Context: an optimization exercise on an open-source flow, tuned for small area, a short achievable clock period and few clock cycles. The choices shown serve that exercise and are no tape-out recipe.
RTL that was checked went through simulation tests only; none was proved equivalent to the original.
Power is estimated from default activity; no workload was simulated.

==> run a <==
## softmax_top
module softmax_top (
  input  logic                   clk,
  input  logic                   reset,
  input  logic                   start,
  input  softmax_pkg::addr_t     start_addr,
  input  softmax_pkg::addr_t     end_addr,
  output logic                   wb_cyc,
  output logic                   wb_stb,
  output softmax_pkg::addr_t     wb_adr,
  input  softmax_pkg::row_t      wb_rdata,
  input  logic                   wb_ack,
  output logic                   out_valid,
  output softmax_pkg::diff_row_t out_row,
  output softmax_pkg::sum_t      sum,
  output logic                   busy,
  output logic                   done
);
  logic  accept;
  logic  take;
  logic  take_last;
  logic [softmax_pkg::MAX_ROWS-1:0] row_idx;
  logic  advance;
  logic [softmax_pkg::MAX_ROWS-2:0] rd_slot;
  logic  load_m0;
  logic  load_m1;
  logic  direct_m;
  softmax_pkg::row_t  head;
  softmax_pkg::lane_t max_value;
  softmax_ctrl u_ctrl (
    .clk        (clk),
    .reset      (reset),
    .start      (start),
    .start_addr (start_addr),
    .end_addr   (end_addr),
    .take_last  (take_last),
    .accept     (accept),
    .advance    (advance),
    .rd_slot    (rd_slot),
    .load_m0    (load_m0),
    .load_m1    (load_m1),
    .direct_m   (direct_m),
    .out_valid  (out_valid),
    .busy       (busy),
    .done       (done)
  );
  row_fetch u_fetch (
    .clk        (clk),
    .reset      (reset),
    .accept     (accept),
    .start_addr (start_addr),
    .end_addr   (end_addr),
    .wb_ack     (wb_ack),
    .wb_cyc     (wb_cyc),
    .wb_stb     (wb_stb),
    .wb_adr     (wb_adr),
    .take       (take),
    .take_last  (take_last),
    .row_idx    (row_idx)
  );
  row_buffer u_buffer (
    .clk      (clk),
    .take     (take),
    .row_idx  (row_idx),
  ...
clock: 5.5 ns
lec_check: 0
abc_area: 1
cap_margin: 20
core_margin: 2
core_utilization: 55
cts_buf_list: sky130_fd_sc_hd__clkbuf_8
setup_slack_margin: 3.0
slew_margin: 20
run.sh (not shown) runs the stock make flow with config.mk's settings and CLKGATE_MAP_FILE= SYNTH_SCRIPT=/design/flow/synth_recipe.tcl, a recipe that flattens the netlist after the stock synthesis.
==> run b: changes against run a <==
Settings changed: CORE_UTILIZATION 55 to 40, CTS_BUF_LIST sky130_fd_sc_hd__clkbuf_8 to default, SETUP_SLACK_MARGIN 3.0 to 2.5.
==> notes <==
Between run b and run a, the lower maximum frequency is in run b (gap 0.86%, measured against run a).
Total power: run a is lower than run b (about 4%).
Against run a, the final cell count of run b is higher by about 5%.
In run b the sequential power is smaller than in run a, by about 1%.
In run a the design area is larger than in run b, by about 2%.
In synthesized cell count, run a and run b do not differ.
Run b passed the timing, DRC and antenna checks. Run a passed the timing, DRC and antenna checks.
Of run a and run b, run b has the higher critical path depth (gap 1).
Against run b, the clock skew of run a is higher by 0.017 ns.
Clock power: run b is higher than run a (about 18%).
==> figures <==
First-pass GRT wire length: run b 151 mm; run a 161 mm
Worst slew margin: run b 0.258; run a 0.388
Number of buffers and inverters on the critical path: run b 2; run a 3
Fill cell count: run b 7,127; run a 4,175
Flip-flop and latch area: run b 0.0172 mm2; run a 0.0172 mm2
Starting Density: run b 0.402; run a 0.558
Worst R2R Path Depth: run b 18; run a 17
Clock Skew: run b 0.0255 ns; run a 0.0428 ns
Worst hold margin: run b 0.463 ns; run a 0.456 ns
Share of total power in sequential cells: run b 0.430; run a 0.453
Post-CTS setup repair buffer count: run b 57; run a 101
Tapcells inserted: run b 1,050; run a 756
Multi-input comb cells: run b 1,975; run a 1,974
Status: run b finished clean; run a finished clean
Quantity of gates resized following cts: run b 214; run a 668
Clk tree area frac: run b 0.0576; run a 0.0491
Combinational group share of total power: run b 0.200; run a 0.221
Layout overhead on the synthesized area: run b 23.4%; run a 26.0%
Static leakage: run b 15.8 nW; run a 16.2 nW
Nets: run b 3,763; run a 3,830
Testbench counts of run a, summed over its fixed seeds: cycles 20,100.
Testbench counts of run b, summed over its fixed seeds: cycles 20,100.

==> inputs of onyx <==
==> flow/design.v <==
package softmax_pkg;
  localparam int LANE_WIDTH = 16;
  localparam int LANES = 4;
  localparam int ADDR_WIDTH = 3;
  localparam int DEPTH = 2 ** ADDR_WIDTH;
  localparam int MAX_ROWS = DEPTH - 1;
  localparam int DIFF_WIDTH = LANE_WIDTH + 1;
  localparam int SUM_WIDTH = DIFF_WIDTH + 5;
  typedef logic signed [LANE_WIDTH-1:0] lane_t;
  typedef logic [LANES*LANE_WIDTH-1:0] row_t;
  typedef logic signed [DIFF_WIDTH-1:0] diff_t;
  typedef logic [LANES*DIFF_WIDTH-1:0] diff_row_t;
  typedef logic [ADDR_WIDTH-1:0] addr_t;
  typedef logic signed [SUM_WIDTH-1:0] sum_t;
  localparam lane_t LANE_MIN = {1'b1, {(LANE_WIDTH-1){1'b0}}};
endpackage
`timescale 1ns/10ps
module row_buffer (
  input  logic               clk,
  input  logic               take,
  input  logic [softmax_pkg::MAX_ROWS-1:0] row_idx,
  input  softmax_pkg::row_t  wb_rdata,
  input  logic               advance,
  input  logic [softmax_pkg::MAX_ROWS-2:0] rd_slot,
  output softmax_pkg::row_t  head
);
  localparam int RBITS = softmax_pkg::LANES * softmax_pkg::LANE_WIDTH;
  softmax_pkg::row_t mem [0:softmax_pkg::MAX_ROWS-2];
  softmax_pkg::row_t rd_data;
  always_ff @(posedge clk) begin
    for (int k = 0; k < softmax_pkg::MAX_ROWS-1; k++)
      if (take && row_idx[k+1]) mem[k] <= wb_rdata;
  end
  always_comb begin
    rd_data = '0;
    for (int k = 0; k < softmax_pkg::MAX_ROWS-1; k++)
      rd_data = rd_data | (mem[k] & {RBITS{rd_slot[k]}});
  end
  always_ff @(posedge clk) begin
    if (advance) begin
      head <= rd_data;
    end else if (take && row_idx[0]) begin
      head <= wb_rdata;
    end
  end
endmodule
`timescale 1ns/10ps
module row_fetch (
  input  logic               clk,
  input  logic               reset,
  input  logic               accept,
  input  softmax_pkg::addr_t start_addr,
  input  softmax_pkg::addr_t end_addr,
  input  logic               wb_ack,
  output logic               wb_cyc,
  output logic               wb_stb,
  output softmax_pkg::addr_t wb_adr,
  output logic               take,
  output logic               take_last,
  output logic [softmax_pkg::MAX_ROWS-1:0] row_idx
);
  softmax_pkg::addr_t end_r;
  softmax_pkg::addr_t next_adr;
  assign next_adr  = wb_adr + 1'b1;
  assign take      = wb_stb && wb_ack;
  assign take_last = take && (next_adr == end_r);
  assign wb_cyc    = wb_stb;
  always_ff @(posedge clk) begin
    if (reset) begin
      wb_stb <= 1'b0;
    end else if (accept) begin
      wb_stb <= (start_addr != end_addr);
    end else if (take_last) begin
      wb_stb <= 1'b0;
    end
  end
  always_ff @(posedge clk) begin
    if (accept) begin
      wb_adr  <= start_addr;
      end_r   <= end_addr;
      row_idx <= {{(softmax_pkg::MAX_ROWS-1){1'b0}}, 1'b1};
    end else if (take) begin
      wb_adr  <= next_adr;
      row_idx <= {row_idx[softmax_pkg::MAX_ROWS-2:0], 1'b0};
    end
  end
endmodule
`timescale 1ns/10ps
module lane_ge (
  input  softmax_pkg::lane_t a,
  input  softmax_pkg::lane_t b,
  output logic               ge
);
  localparam int W = softmax_pkg::LANE_WIDTH;
  localparam int L = $clog2(W + 1);
  logic [W-1:0] ua;
  logic [W-1:0] nb;
  logic [W:0] g [0:L];
  logic [W:0] p [0:L];
  assign ua = {~a[W-1], a[W-2:0]};
  assign nb = ~{~b[W-1], b[W-2:0]};
  assign g[0] = {ua & nb, 1'b1};
  assign p[0] = {ua ^ nb, 1'b0};
  for (genvar l = 0; l < L; l++) begin : g_lvl
    for (genvar i = 0; i <= W; i++) begin : g_bit
      if (((i >> l) & 1) == 1) begin : g_merge
        localparam int J = ((i >> l) << l) - 1;
        assign g[l+1][i] = g[l][i] | (p[l][i] & g[l][J]);
        assign p[l+1][i] = p[l][i] & p[l][J];
      end else begin : g_pass
        assign g[l+1][i] = g[l][i];
        assign p[l+1][i] = p[l][i];
      end
    end
  end
  assign ge = g[L][W];
endmodule
module max_tree (
  input  logic               clk,
  input  logic               reset,
  input  logic               clear_max,
  input  logic               row_valid,
  input  softmax_pkg::row_t  row_data,
  output softmax_pkg::lane_t max_value
);
  localparam int C = softmax_pkg::LANES + 1;
  softmax_pkg::lane_t cand [0:C-1];
  logic [C*C-1:0] ge;
  logic [C-1:0] win;
  softmax_pkg::lane_t best;
  assign cand[0] = max_value;
  for (genvar i = 0; i < softmax_pkg::LANES; i++) begin : g_lane
    assign cand[i+1] = row_data[i*softmax_pkg::LANE_WIDTH +: softmax_pkg::LANE_WIDTH];
  end
  for (genvar i = 0; i < C; i++) begin : g_i
    for (genvar j = 0; j < C; j++) begin : g_j
      if (j > i) begin : g_cmp
        lane_ge u_ge (.a(cand[i]), .b(cand[j]), .ge(ge[i*C+j]));
      end else begin : g_none
        assign ge[i*C+j] = 1'b0;
      end
    end
  end
  always_comb begin
    for (int i = 0; i < C; i++) begin
      win[i] = 1'b1;
      for (int j = 0; j < C; j++) begin
        if (j > i) win[i] = win[i] & ge[i*C+j];
        if (j < i) win[i] = win[i] & !ge[j*C+i];
      end
    end
    best = '0;
    for (int i = 0; i < C; i++)
      best = best | (cand[i] & {softmax_pkg::LANE_WIDTH{win[i]}});
  end
  always_ff @(posedge clk) begin
    if (reset || clear_max) begin
      max_value <= softmax_pkg::LANE_MIN;
    end else if (row_valid) begin
      max_value <= best;
    end
  end
endmodule
`timescale 1ns/10ps
module max_subtract (
  input  logic                   clk,
  input  softmax_pkg::lane_t     max_value,
  input  softmax_pkg::row_t      rd_data,
  output softmax_pkg::diff_row_t out_row
);
  localparam int LW = softmax_pkg::LANE_WIDTH;
  localparam int DW = softmax_pkg::DIFF_WIDTH;
  softmax_pkg::diff_row_t diff_next;
  for (genvar i = 0; i < softmax_pkg::LANES; i++) begin : g_lane
    assign diff_next[i*DW +: DW] =
      {rd_data[i*LW + LW-1], rd_data[i*LW +: LW]} - {max_value[LW-1], max_value};
  end
  always_ff @(posedge clk) begin
    out_row <= diff_next;
  end
endmodule
`timescale 1ns/10ps
module sum_tree (
  input  logic               clk,
  input  logic               reset,
  input  logic               clear_sum,
  input  logic               row_valid,
  input  softmax_pkg::row_t  row_data,
  input  logic               load_m0,
  input  logic               load_m1,
  input  logic               direct_m,
  input  softmax_pkg::lane_t max_value,
  output softmax_pkg::sum_t  sum
);
  localparam int W  = softmax_pkg::SUM_WIDTH;
  localparam int LW = softmax_pkg::LANE_WIDTH;
  localparam int PW = LW + 3;
  logic [PW-1:0] pair0, pair1;
  logic [PW-1:0] pair0_next, pair1_next;
  logic [PW-1:0] nmax4;
  logic          pc0, pc1;
  logic [W-1:0]  op_a, op_b, op_c;
  logic [W-1:0]  sum_next;
  assign nmax4 = ~{max_value[LW-1], max_value[LW-1], max_value[LW-1:0], 2'b00};
  assign pair0_next = {{3{row_data[LW-1]}}, row_data[0 +: LW]} +
                      {{3{row_data[2*LW-1]}}, row_data[LW +: LW]};
  assign pair1_next = {{3{row_data[3*LW-1]}}, row_data[2*LW +: LW]} +
                      {{3{row_data[4*LW-1]}}, row_data[3*LW +: LW]};
  always_ff @(posedge clk) begin
    if (reset) begin
      pair0 <= '0;
      pair1 <= '0;
      pc0   <= 1'b0;
      pc1   <= 1'b0;
    end else begin
      pc0 <= !row_valid && load_m0;
      pc1 <= !row_valid && load_m1;
      if (row_valid) begin
        pair0 <= pair0_next;
        pair1 <= pair1_next;
      end else begin
        pair0 <= load_m0 ? nmax4 : '0;
        pair1 <= load_m1 ? nmax4 : '0;
      end
    end
  end
  assign op_a = direct_m ? {{(W-PW){nmax4[PW-1]}}, nmax4} : sum;
  assign op_b = {{(W-PW){pair0[PW-1]}}, pair0};
  assign op_c = {{(W-PW){pair1[PW-1]}}, pair1};
  assign sum_next = op_a + op_b + op_c + (pc0 | direct_m) + pc1;
  always_ff @(posedge clk) begin
    if (reset || clear_sum) begin
      sum <= '0;
    end else begin
      sum <= sum_next;
    end
  end
endmodule
`timescale 1ns/10ps
module softmax_ctrl (
  input  logic               clk,
  input  logic               reset,
  input  logic               start,
  input  softmax_pkg::addr_t start_addr,
  input  softmax_pkg::addr_t end_addr,
  input  logic               take_last,
  output logic               accept,
  output logic               advance,
  output logic [softmax_pkg::MAX_ROWS-2:0] rd_slot,
  output logic               load_m0,
  output logic               load_m1,
  output logic               direct_m,
  output logic               out_valid,
  output logic               busy,
  output logic               done
);
  localparam int R = softmax_pkg::MAX_ROWS;
  softmax_pkg::addr_t len;
  softmax_pkg::addr_t len_r;
  softmax_pkg::addr_t rows_left;
  softmax_pkg::addr_t m_left;
  assign accept  = start && !busy;
  assign len     = end_addr - start_addr;
  assign load_m0 = (m_left != '0);
  assign load_m1 = (m_left[softmax_pkg::ADDR_WIDTH-1:1] != '0);
  always_ff @(posedge clk) begin
    if (reset) begin
      busy      <= 1'b0;
      done      <= 1'b0;
      advance   <= 1'b0;
      out_valid <= 1'b0;
      direct_m  <= 1'b0;
      m_left    <= '0;
    end else begin
      done      <= 1'b0;
      direct_m  <= 1'b0;
      out_valid <= advance;
      if (accept) begin
        if (start_addr == end_addr) begin
          done <= 1'b1;
        end else begin
          busy <= 1'b1;
        end
      end
      if (take_last) begin
        advance  <= 1'b1;
        direct_m <= (len_r == 3'd1);
        m_left   <= (len_r == 3'd1) ? '0 : len_r;
      end else begin
        if (advance && rows_left == '0) begin
          advance <= 1'b0;
          busy    <= 1'b0;
          done    <= 1'b1;
        end
        m_left <= load_m1 ? m_left - 2'd2 : '0;
      end
    end
  end
  always_ff @(posedge clk) begin
    if (accept) begin
      len_r <= len;
    end
    if (take_last) begin
      rows_left <= len_r - 1'b1;
      rd_slot   <= {{(R-2){1'b0}}, 1'b1};
    end else if (advance) begin
      rows_left <= rows_left - 1'b1;
      rd_slot   <= {rd_slot[R-3:0], 1'b0};
    end
  end
endmodule
`timescale 1ns/10ps
module softmax_top (
  input  logic                   clk,
  input  logic                   reset,
  input  logic                   start,
  input  softmax_pkg::addr_t     start_addr,
  input  softmax_pkg::addr_t     end_addr,
  output logic                   wb_cyc,
  output logic                   wb_stb,
  output softmax_pkg::addr_t     wb_adr,
  input  softmax_pkg::row_t      wb_rdata,
  input  logic                   wb_ack,
  output logic                   out_valid,
  output softmax_pkg::diff_row_t out_row,
  output softmax_pkg::sum_t      sum,
  output logic                   busy,
  output logic                   done
);
  logic  accept;
  logic  take;
  logic  take_last;
  logic [softmax_pkg::MAX_ROWS-1:0] row_idx;
  logic  advance;
  logic [softmax_pkg::MAX_ROWS-2:0] rd_slot;
  logic  load_m0;
  logic  load_m1;
  logic  direct_m;
  softmax_pkg::row_t  head;
  softmax_pkg::lane_t max_value;
  softmax_ctrl u_ctrl (
    .clk        (clk),
    .reset      (reset),
    .start      (start),
    .start_addr (start_addr),
    .end_addr   (end_addr),
    .take_last  (take_last),
    .accept     (accept),
    .advance    (advance),
    .rd_slot    (rd_slot),
    .load_m0    (load_m0),
    .load_m1    (load_m1),
    .direct_m   (direct_m),
    .out_valid  (out_valid),
    .busy       (busy),
    .done       (done)
  );
  row_fetch u_fetch (
    .clk        (clk),
    .reset      (reset),
    .accept     (accept),
    .start_addr (start_addr),
    .end_addr   (end_addr),
    .wb_ack     (wb_ack),
    .wb_cyc     (wb_cyc),
    .wb_stb     (wb_stb),
    .wb_adr     (wb_adr),
    .take       (take),
    .take_last  (take_last),
    .row_idx    (row_idx)
  );
  row_buffer u_buffer (
    .clk      (clk),
    .take     (take),
    .row_idx  (row_idx),
    .wb_rdata (wb_rdata),
    .advance  (advance),
    .rd_slot  (rd_slot),
    .head     (head)
  );
  max_tree u_max (
    .clk       (clk),
    .reset     (reset),
    .clear_max (done),
    .row_valid (take),
    .row_data  (wb_rdata),
    .max_value (max_value)
  );
  max_subtract u_sub (
    .clk       (clk),
    .max_value (max_value),
    .rd_data   (head),
    .out_row   (out_row)
  );
  sum_tree u_sum (
    .clk       (clk),
    .reset     (reset),
    .clear_sum (accept),
    .row_valid (take),
    .row_data  (wb_rdata),
    .load_m0   (load_m0),
    .load_m1   (load_m1),
    .direct_m  (direct_m),
    .max_value (max_value),
    .sum       (sum)
  );
endmodule
==> flow/run.sh <==
#!/bin/bash
# synth_recipe.tcl (not shown) runs the flow's synth.tcl, then flattens the netlist and writes it again
# the make line also repeats each setting of config.mk as NAME=value (left out here)
make -C /OpenROAD-flow-scripts/flow DESIGN_CONFIG=/design/flow/config.mk WORK_HOME=/design/flow/orfs CLKGATE_MAP_FILE= SYNTH_SCRIPT=/design/flow/synth_recipe.tcl finish
==> flow/config.mk <==
export PLATFORM = sky130hd
export DESIGN_NAME = softmax_top
export DESIGN_NICKNAME = softmax_top
export VERILOG_FILES = /design/flow/design.v
export SDC_FILE = /design/flow/constraint.sdc
export NUM_CORES = 4
export LEC_CHECK = 0
export ABC_AREA = 1
export CAP_MARGIN = 20
export CORE_MARGIN = 2
export CORE_UTILIZATION = 40
export SETUP_SLACK_MARGIN = 3.0
export SLEW_MARGIN = 20
==> flow/constraint.sdc <==
create_clock -name core_clock -period 5.5 [get_ports {clk}]
set_input_delay 1.1000 -clock core_clock [delete_from_list [all_inputs] [get_ports {clk}]]
set_output_delay 1.1000 -clock core_clock [all_outputs]
set_load 0.01 [all_outputs]
==> inputs of willow, as changes to onyx <==
==> flow/design.v, changed modules only <==
module row_buffer (
  input  logic               clk,
  input  logic               take,
  input  logic [softmax_pkg::MAX_ROWS-1:0] row_idx,
  input  softmax_pkg::row_t  wb_rdata,
  input  logic [softmax_pkg::LANES-1:0] advance,
  input  logic [softmax_pkg::LANES*(softmax_pkg::MAX_ROWS-1)-1:0] rd_slot,
  output softmax_pkg::row_t  head
);
  localparam int LW = softmax_pkg::LANE_WIDTH;
  localparam int S = softmax_pkg::MAX_ROWS - 1;
  softmax_pkg::row_t mem [0:softmax_pkg::MAX_ROWS-2];
  softmax_pkg::row_t rd_data;
  always_ff @(posedge clk) begin
    for (int k = 0; k < softmax_pkg::MAX_ROWS-1; k++)
      if (take && row_idx[k+1]) mem[k] <= wb_rdata;
  end
  always_comb begin
    rd_data = '0;
    for (int i = 0; i < softmax_pkg::LANES; i++)
      for (int k = 0; k < S; k++)
        rd_data[i*LW +: LW] = rd_data[i*LW +: LW] | (mem[k][i*LW +: LW] & {LW{rd_slot[i*S+k]}});
  end
  always_ff @(posedge clk) begin
    for (int i = 0; i < softmax_pkg::LANES; i++) begin
      if (advance[i]) begin
        head[i*LW +: LW] <= rd_data[i*LW +: LW];
      end else if (take && row_idx[0]) begin
        head[i*LW +: LW] <= wb_rdata[i*LW +: LW];
      end
    end
  end
endmodule
module lane_ge (
  input  softmax_pkg::lane_t a,
  input  softmax_pkg::lane_t b,
  output logic               ge
);
  localparam int W = softmax_pkg::LANE_WIDTH;
  localparam int L = ((W + 1 <= 16) ? 4 : (W + 1 <= 32) ? 5 : 6);
  logic [W-1:0] ua;
  logic [W-1:0] nb;
  logic [W:0] g [0:L];
  logic [W:0] p [0:L];
  assign ua = {~a[W-1], a[W-2:0]};
  assign nb = ~{~b[W-1], b[W-2:0]};
  assign g[0] = {ua & nb, 1'b1};
  assign p[0] = {ua | nb, 1'b0};
  for (genvar l = 0; l < L; l++) begin : g_lvl
    for (genvar i = 0; i <= W; i++) begin : g_bit
      if (((i >> l) & 1) == 1) begin : g_merge
        localparam int J = ((i >> l) << l) - 1;
        assign g[l+1][i] = g[l][i] | (p[l][i] & g[l][J]);
        assign p[l+1][i] = p[l][i] & p[l][J];
      end else begin : g_pass
        assign g[l+1][i] = g[l][i];
        assign p[l+1][i] = p[l][i];
      end
    end
  end
  assign ge = g[L][W];
endmodule
module max_tree (
  input  logic               clk,
  input  logic               reset,
  input  logic               clear_max,
  input  logic               row_valid,
  input  softmax_pkg::row_t  row_data,
  output softmax_pkg::lane_t max_value,
  output softmax_pkg::lane_t max_inv
);
  localparam int C = softmax_pkg::LANES + 1;
  softmax_pkg::lane_t cand [0:C-1];
  logic [C*C-1:0] ge;
  logic [C-1:0] win;
  softmax_pkg::lane_t best;
  assign cand[0] = max_value;
  for (genvar i = 0; i < softmax_pkg::LANES; i++) begin : g_lane
    assign cand[i+1] = row_data[i*softmax_pkg::LANE_WIDTH +: softmax_pkg::LANE_WIDTH];
  end
  for (genvar i = 0; i < C; i++) begin : g_i
    for (genvar j = 0; j < C; j++) begin : g_j
      if (j > i) begin : g_cmp
        lane_ge u_ge (.a(cand[i]), .b(cand[j]), .ge(ge[i*C+j]));
      end else begin : g_none
        assign ge[i*C+j] = 1'b0;
      end
    end
  end
  always_comb begin
    for (int i = 0; i < C; i++) begin
      win[i] = 1'b1;
      for (int j = 0; j < C; j++) begin
        if (j > i) win[i] = win[i] & ge[i*C+j];
        if (j < i) win[i] = win[i] & !ge[j*C+i];
      end
    end
    best = '0;
    for (int i = 0; i < C; i++)
      best = best | (cand[i] & {softmax_pkg::LANE_WIDTH{win[i]}});
  end
  always_ff @(posedge clk) begin
    if (reset || clear_max) begin
      max_value <= softmax_pkg::LANE_MIN;
      max_inv   <= ~softmax_pkg::LANE_MIN;
    end else if (row_valid) begin
      max_value <= best;
      max_inv   <= ~best;
    end
  end
endmodule
module pfx_add #(
  parameter int W = 16,
  parameter int KS = 0
) (
  input  logic [W-1:0] a,
  input  logic [W-1:0] b,
  input  logic         cin,
  output logic [W-1:0] s
);
  localparam int L = ((W + 1 <= 16) ? 4 : (W + 1 <= 32) ? 5 : 6);
  logic [W:0] g [0:L];
  logic [W:0] p [0:L];
  logic [W-1:0] h;
  assign h = a ^ b;
  assign g[0] = {a & b, cin};
  assign p[0] = {h, 1'b0};
  for (genvar l = 0; l < L; l++) begin : g_lvl
    for (genvar i = 0; i <= W; i++) begin : g_bit
      if (KS == 0 && ((i >> l) & 1) == 1) begin : g_merge
        localparam int J = ((i >> l) << l) - 1;
        assign g[l+1][i] = g[l][i] | (p[l][i] & g[l][J]);
        assign p[l+1][i] = p[l][i] & p[l][J];
      end else if (KS == 1 && i >= (1 << l)) begin : g_ks
        localparam int J = i - (1 << l);
        assign g[l+1][i] = g[l][i] | (p[l][i] & g[l][J]);
        assign p[l+1][i] = p[l][i] & p[l][J];
      end else begin : g_pass
        assign g[l+1][i] = g[l][i];
        assign p[l+1][i] = p[l][i];
      end
    end
  end
  assign s = h ^ g[L][W-1:0];
endmodule
module max_subtract (
  input  logic                   clk,
  input  softmax_pkg::lane_t     max_inv,
  input  softmax_pkg::row_t      rd_data,
  output softmax_pkg::diff_row_t out_row
);
  localparam int LW = softmax_pkg::LANE_WIDTH;
  localparam int DW = softmax_pkg::DIFF_WIDTH;
  softmax_pkg::diff_row_t diff_next;
  for (genvar i = 0; i < softmax_pkg::LANES; i++) begin : g_lane
    pfx_add #(.W(DW), .KS(1)) u_sub (
      .a   ({rd_data[i*LW + LW-1], rd_data[i*LW +: LW]}),
      .b   ({max_inv[LW-1], max_inv}),
      .cin (1'b1),
      .s   (diff_next[i*DW +: DW])
    );
  end
  always_ff @(posedge clk) begin
    out_row <= diff_next;
  end
endmodule
module sum_tree (
  input  logic               clk,
  input  logic               reset,
  input  logic               clear_sum,
  input  logic               row_valid,
  input  softmax_pkg::row_t  row_data,
  input  logic               load_m0,
  input  logic               load_m1,
  input  softmax_pkg::lane_t max_inv,
  output softmax_pkg::sum_t  sum
);
  localparam int W  = softmax_pkg::SUM_WIDTH;
  localparam int LW = softmax_pkg::LANE_WIDTH;
  localparam int PW = LW + 3;
  logic [PW-1:0] pair0, pair1;
  logic [PW-1:0] pair0_next, pair1_next;
  logic [PW-1:0] nmax4;
  logic          pc0, pc1;
  logic [W-1:0]  op_a, op_b, op_c;
  logic [W-1:0]  sum_next;
  logic [W-1:0]  t_s;
  logic [W:0]    t_c;
  assign nmax4 = {max_inv[LW-1], max_inv[LW-1], max_inv[LW-1:0], 2'b11};
  pfx_add #(.W(PW), .KS(1)) u_pair0 (
    .a   ({{3{row_data[LW-1]}}, row_data[0 +: LW]}),
    .b   ({{3{row_data[2*LW-1]}}, row_data[LW +: LW]}),
    .cin (1'b0),
    .s   (pair0_next)
  );
  pfx_add #(.W(PW), .KS(1)) u_pair1 (
    .a   ({{3{row_data[3*LW-1]}}, row_data[2*LW +: LW]}),
    .b   ({{3{row_data[4*LW-1]}}, row_data[3*LW +: LW]}),
    .cin (1'b0),
    .s   (pair1_next)
  );
  always_ff @(posedge clk) begin
    if (reset) begin
      pair0 <= '0;
      pair1 <= '0;
      pc0   <= 1'b0;
      pc1   <= 1'b0;
    end else begin
      pc0 <= !row_valid && load_m0;
      pc1 <= !row_valid && load_m1;
      if (row_valid) begin
        pair0 <= pair0_next;
        pair1 <= pair1_next;
      end else begin
        pair0 <= load_m0 ? nmax4 : '0;
        pair1 <= load_m1 ? nmax4 : '0;
      end
    end
  end
  assign op_a = sum;
  assign op_b = {{(W-PW){pair0[PW-1]}}, pair0};
  assign op_c = {{(W-PW){pair1[PW-1]}}, pair1};
  assign t_s = op_a ^ op_b ^ op_c;
  assign t_c = {((op_a & op_b) | (op_a & op_c) | (op_b & op_c)), pc0};
  pfx_add #(.W(W), .KS(1)) u_acc (.a(t_s), .b(t_c[W-1:0]), .cin(pc1), .s(sum_next));
  always_ff @(posedge clk) begin
    if (reset || clear_sum) begin
      sum <= '0;
    end else begin
      sum <= sum_next;
    end
  end
endmodule
module softmax_ctrl (
  input  logic               clk,
  input  logic               reset,
  input  logic               start,
  input  softmax_pkg::addr_t start_addr,
  input  softmax_pkg::addr_t end_addr,
  input  logic               take_last,
  output logic               accept,
  output logic               advance,
  output logic [softmax_pkg::LANES-1:0] advance_c,
  output logic [softmax_pkg::LANES*(softmax_pkg::MAX_ROWS-1)-1:0] rd_slot,
  output logic               load_m0,
  output logic               load_m1,
  output logic               out_valid,
  output logic               busy,
  output logic               done
);
  localparam int R = softmax_pkg::MAX_ROWS;
  softmax_pkg::addr_t len;
  softmax_pkg::addr_t len_r;
  softmax_pkg::addr_t rows_left;
  softmax_pkg::addr_t m_left;
  logic one_row;
  logic late_done;
  assign accept  = start && !busy;
  assign len     = end_addr - start_addr;
  assign load_m0 = (m_left != '0);
  assign load_m1 = (m_left[softmax_pkg::ADDR_WIDTH-1:1] != '0);
  always_ff @(posedge clk) begin
    if (reset) begin
      busy      <= 1'b0;
      done      <= 1'b0;
      advance   <= 1'b0;
      advance_c <= '0;
      out_valid <= 1'b0;
      m_left    <= '0;
      late_done <= 1'b0;
    end else begin
      done      <= 1'b0;
      late_done <= 1'b0;
      out_valid <= advance;
      if (late_done) begin
        busy <= 1'b0;
        done <= 1'b1;
      end
      if (accept) begin
        if (start_addr == end_addr) begin
          done <= 1'b1;
        end else begin
          busy <= 1'b1;
        end
      end
      if (take_last) begin
        advance   <= 1'b1;
        advance_c <= '1;
        m_left    <= len_r;
      end else begin
        if (advance && rows_left == '0) begin
          advance   <= 1'b0;
          advance_c <= '0;
          if (one_row) begin
            late_done <= 1'b1;
          end else begin
            busy <= 1'b0;
            done <= 1'b1;
          end
        end
        m_left <= load_m1 ? m_left - 2'd2 : '0;
      end
    end
  end
  always_ff @(posedge clk) begin
    if (accept) begin
      len_r   <= len;
      one_row <= (len == 3'd1);
    end
    if (take_last) begin
      rows_left <= len_r - 1'b1;
      rd_slot   <= {softmax_pkg::LANES{{(R-2){1'b0}}, 1'b1}};
    end else if (advance) begin
      rows_left <= rows_left - 1'b1;
      for (int i = 0; i < softmax_pkg::LANES; i++)
        rd_slot[i*(R-1) +: R-1] <= {rd_slot[i*(R-1) +: R-2], 1'b0};
    end
  end
endmodule
module softmax_top (
  input  logic                   clk,
  input  logic                   reset,
  input  logic                   start,
  input  softmax_pkg::addr_t     start_addr,
  input  softmax_pkg::addr_t     end_addr,
  output logic                   wb_cyc,
  output logic                   wb_stb,
  output softmax_pkg::addr_t     wb_adr,
  input  softmax_pkg::row_t      wb_rdata,
  input  logic                   wb_ack,
  output logic                   out_valid,
  output softmax_pkg::diff_row_t out_row,
  output softmax_pkg::sum_t      sum,
  output logic                   busy,
  output logic                   done
);
  logic  accept;
  logic  take;
  logic  take_last;
  logic [softmax_pkg::MAX_ROWS-1:0] row_idx;
  logic  advance;
  logic [softmax_pkg::LANES-1:0] advance_c;
  logic [softmax_pkg::LANES*(softmax_pkg::MAX_ROWS-1)-1:0] rd_slot;
  logic  load_m0;
  logic  load_m1;
  softmax_pkg::row_t  head;
  softmax_pkg::lane_t max_value;
  softmax_pkg::lane_t max_inv;
  softmax_ctrl u_ctrl (
    .clk        (clk),
    .reset      (reset),
    .start      (start),
    .start_addr (start_addr),
    .end_addr   (end_addr),
    .take_last  (take_last),
    .accept     (accept),
    .advance    (advance),
    .advance_c  (advance_c),
    .rd_slot    (rd_slot),
    .load_m0    (load_m0),
    .load_m1    (load_m1),
    .out_valid  (out_valid),
    .busy       (busy),
    .done       (done)
  );
  row_fetch u_fetch (
    .clk        (clk),
    .reset      (reset),
    .accept     (accept),
    .start_addr (start_addr),
    .end_addr   (end_addr),
    .wb_ack     (wb_ack),
    .wb_cyc     (wb_cyc),
    .wb_stb     (wb_stb),
    .wb_adr     (wb_adr),
    .take       (take),
    .take_last  (take_last),
    .row_idx    (row_idx)
  );
  row_buffer u_buffer (
    .clk      (clk),
    .take     (take),
    .row_idx  (row_idx),
    .wb_rdata (wb_rdata),
    .advance  (advance_c),
    .rd_slot  (rd_slot),
    .head     (head)
  );
  max_tree u_max (
    .clk       (clk),
    .reset     (reset),
    .clear_max (done),
    .row_valid (take),
    .row_data  (wb_rdata),
    .max_value (max_value),
    .max_inv  (max_inv)
  );
  max_subtract u_sub (
    .clk       (clk),
    .max_inv   (max_inv),
    .rd_data   (head),
    .out_row   (out_row)
  );
  sum_tree u_sum (
    .clk       (clk),
    .reset     (reset),
    .clear_sum (accept),
    .row_valid (take),
    .row_data  (wb_rdata),
    .load_m0   (load_m0),
    .load_m1   (load_m1),
    .max_inv   (max_inv),
    .sum       (sum)
  );
endmodule
==> flow/flow/run.sh (new file) <==
#!/bin/bash
# The standard layout, with two changes to how it is made:
#  - ports are buffered with plain buffers (sky130_fd_sc_hd__buf_4) instead of
#    the delay cells buffer_ports picks by default;
#  - the resizer may change a cell's footprint when it sizes it.
# Synthesis is the standard one (standard.sh runs it unchanged).
set -euo pipefail
cd "$(dirname "$0")/.."
bash standard.sh \
  MATCH_CELL_FOOTPRINT=0 \
  "BUFFER_PORTS_ARGS=-buffer_cell sky130_fd_sc_hd__buf_4" \
  finish > flow_make.log 2>&1
==> flow/standard.sh (new file) <==
#!/bin/bash
# synth_recipe.tcl (not shown) runs the flow's synth.tcl, then flattens the netlist and writes it again
# the make line also repeats each setting of config.mk as NAME=value (left out here)
make -C /OpenROAD-flow-scripts/flow DESIGN_CONFIG=/design/flow/config.mk WORK_HOME=/design/flow/orfs CLKGATE_MAP_FILE= SYNTH_SCRIPT=/design/flow/synth_recipe.tcl "${@:-finish}"
--- a/flow/config.mk
+++ b/flow/config.mk
@@ -9,5 +9,6 @@
 export CAP_MARGIN = 20
 export CORE_MARGIN = 2
-export CORE_UTILIZATION = 40
-export SETUP_SLACK_MARGIN = 3.0
+export CORE_UTILIZATION = 55
+export CTS_BUF_LIST = sky130_fd_sc_hd__clkbuf_4
+export SETUP_SLACK_MARGIN = 2.8
 export SLEW_MARGIN = 20
removed: flow/run.sh
==> qor summary <==
| metric | onyx | willow |
|---|---|---|
| Result of the run | complete, no violations | complete, no violations |
| Fraction of final layout cells sized beyond drive strength 1 | 0.2452 | 0.1732 |
| Area of the multi-input gates | 0.01470 mm2 | 0.01297 mm2 |
| Simple-Gate Fraction of Synth Area | 0.1365 | 0.1759 |
| Half-perimeter wire length of the detailed placement result | 70080 um | 73950 um |
| Sum of met2 wire segment lengths after detailed routing | 47410 um | 46990 um |
| Place WS | 1.123 ns | 1.921 ns |
| Compound-gate portion of the synthesized area | 0.1128 | 0.1116 |
| CP Launch Point | u_ctrl.direct_m$_SDFF_PP0_ | u_fetch.wb_adr[0]$_DFFE_PP_ |
| Combinational Power Share | 0.209 | 0.220 |
| CP Data Arrival Time | 3.45 ns | 1.61 ns |
| Routed length on met3 | 9662 um | 10960 um |
| Power attributed to combinational cells | 2.67 mW | 2.83 mW |
| Average cell area after synthesis | 10.32 um2 | 9.775 um2 |
| Total net switching power | 3.768 mW | 4.232 mW |
| Filler Cell Count | 6909 | 4586 |
| Buffer count excluding the clock tree in the final layout | 432 | 214 |
| Highest fanout seen on the critical path | 4 | 2 |
Testbench counts of willow, summed over its fixed seeds: cycles 20,322.
Function not checked in onyx: the RTL went through the layout flow alone.

[port drivers added, routing unchanged]
The results above use ideal ports. As a check the final layouts listed here were re-extracted and re-timed, cells and wires unchanged.
Step 1, drivers: a clkbuf_16 drives clk and a buf_2 each remaining input, both assumed.
Step 2 times the ports against the registers' clock, not the clock port: input delays grow and output delays shrink by t, the midpoint of the rising clock arrivals with the driver on.
Slacks: ideal ports / drivers / drivers and shift; pairs: ideal ports / drivers.
run | t, ns | setup WS [ns] | worst slew at a driven data input, ns | cell pins on the clock port's net
run a | 0.784 | 2.479 / 2.479 / 2.097 | 0.11 | 1
run b | 0.683 | 2.453 / 2.453 / 1.860 | 0.10 | 1
onyx | 0.694 | 2.515 / 2.515 / 2.051 | 0.10 | 1
willow | 1.093 | 2.790 / 2.728 / 1.839 | 0.12 | 1
After both steps setup and hold are still met in every run listed. For willow, which loses most, drivers alone change the setup slack by -0.062 ns; drivers and shift together by -0.951 ns.
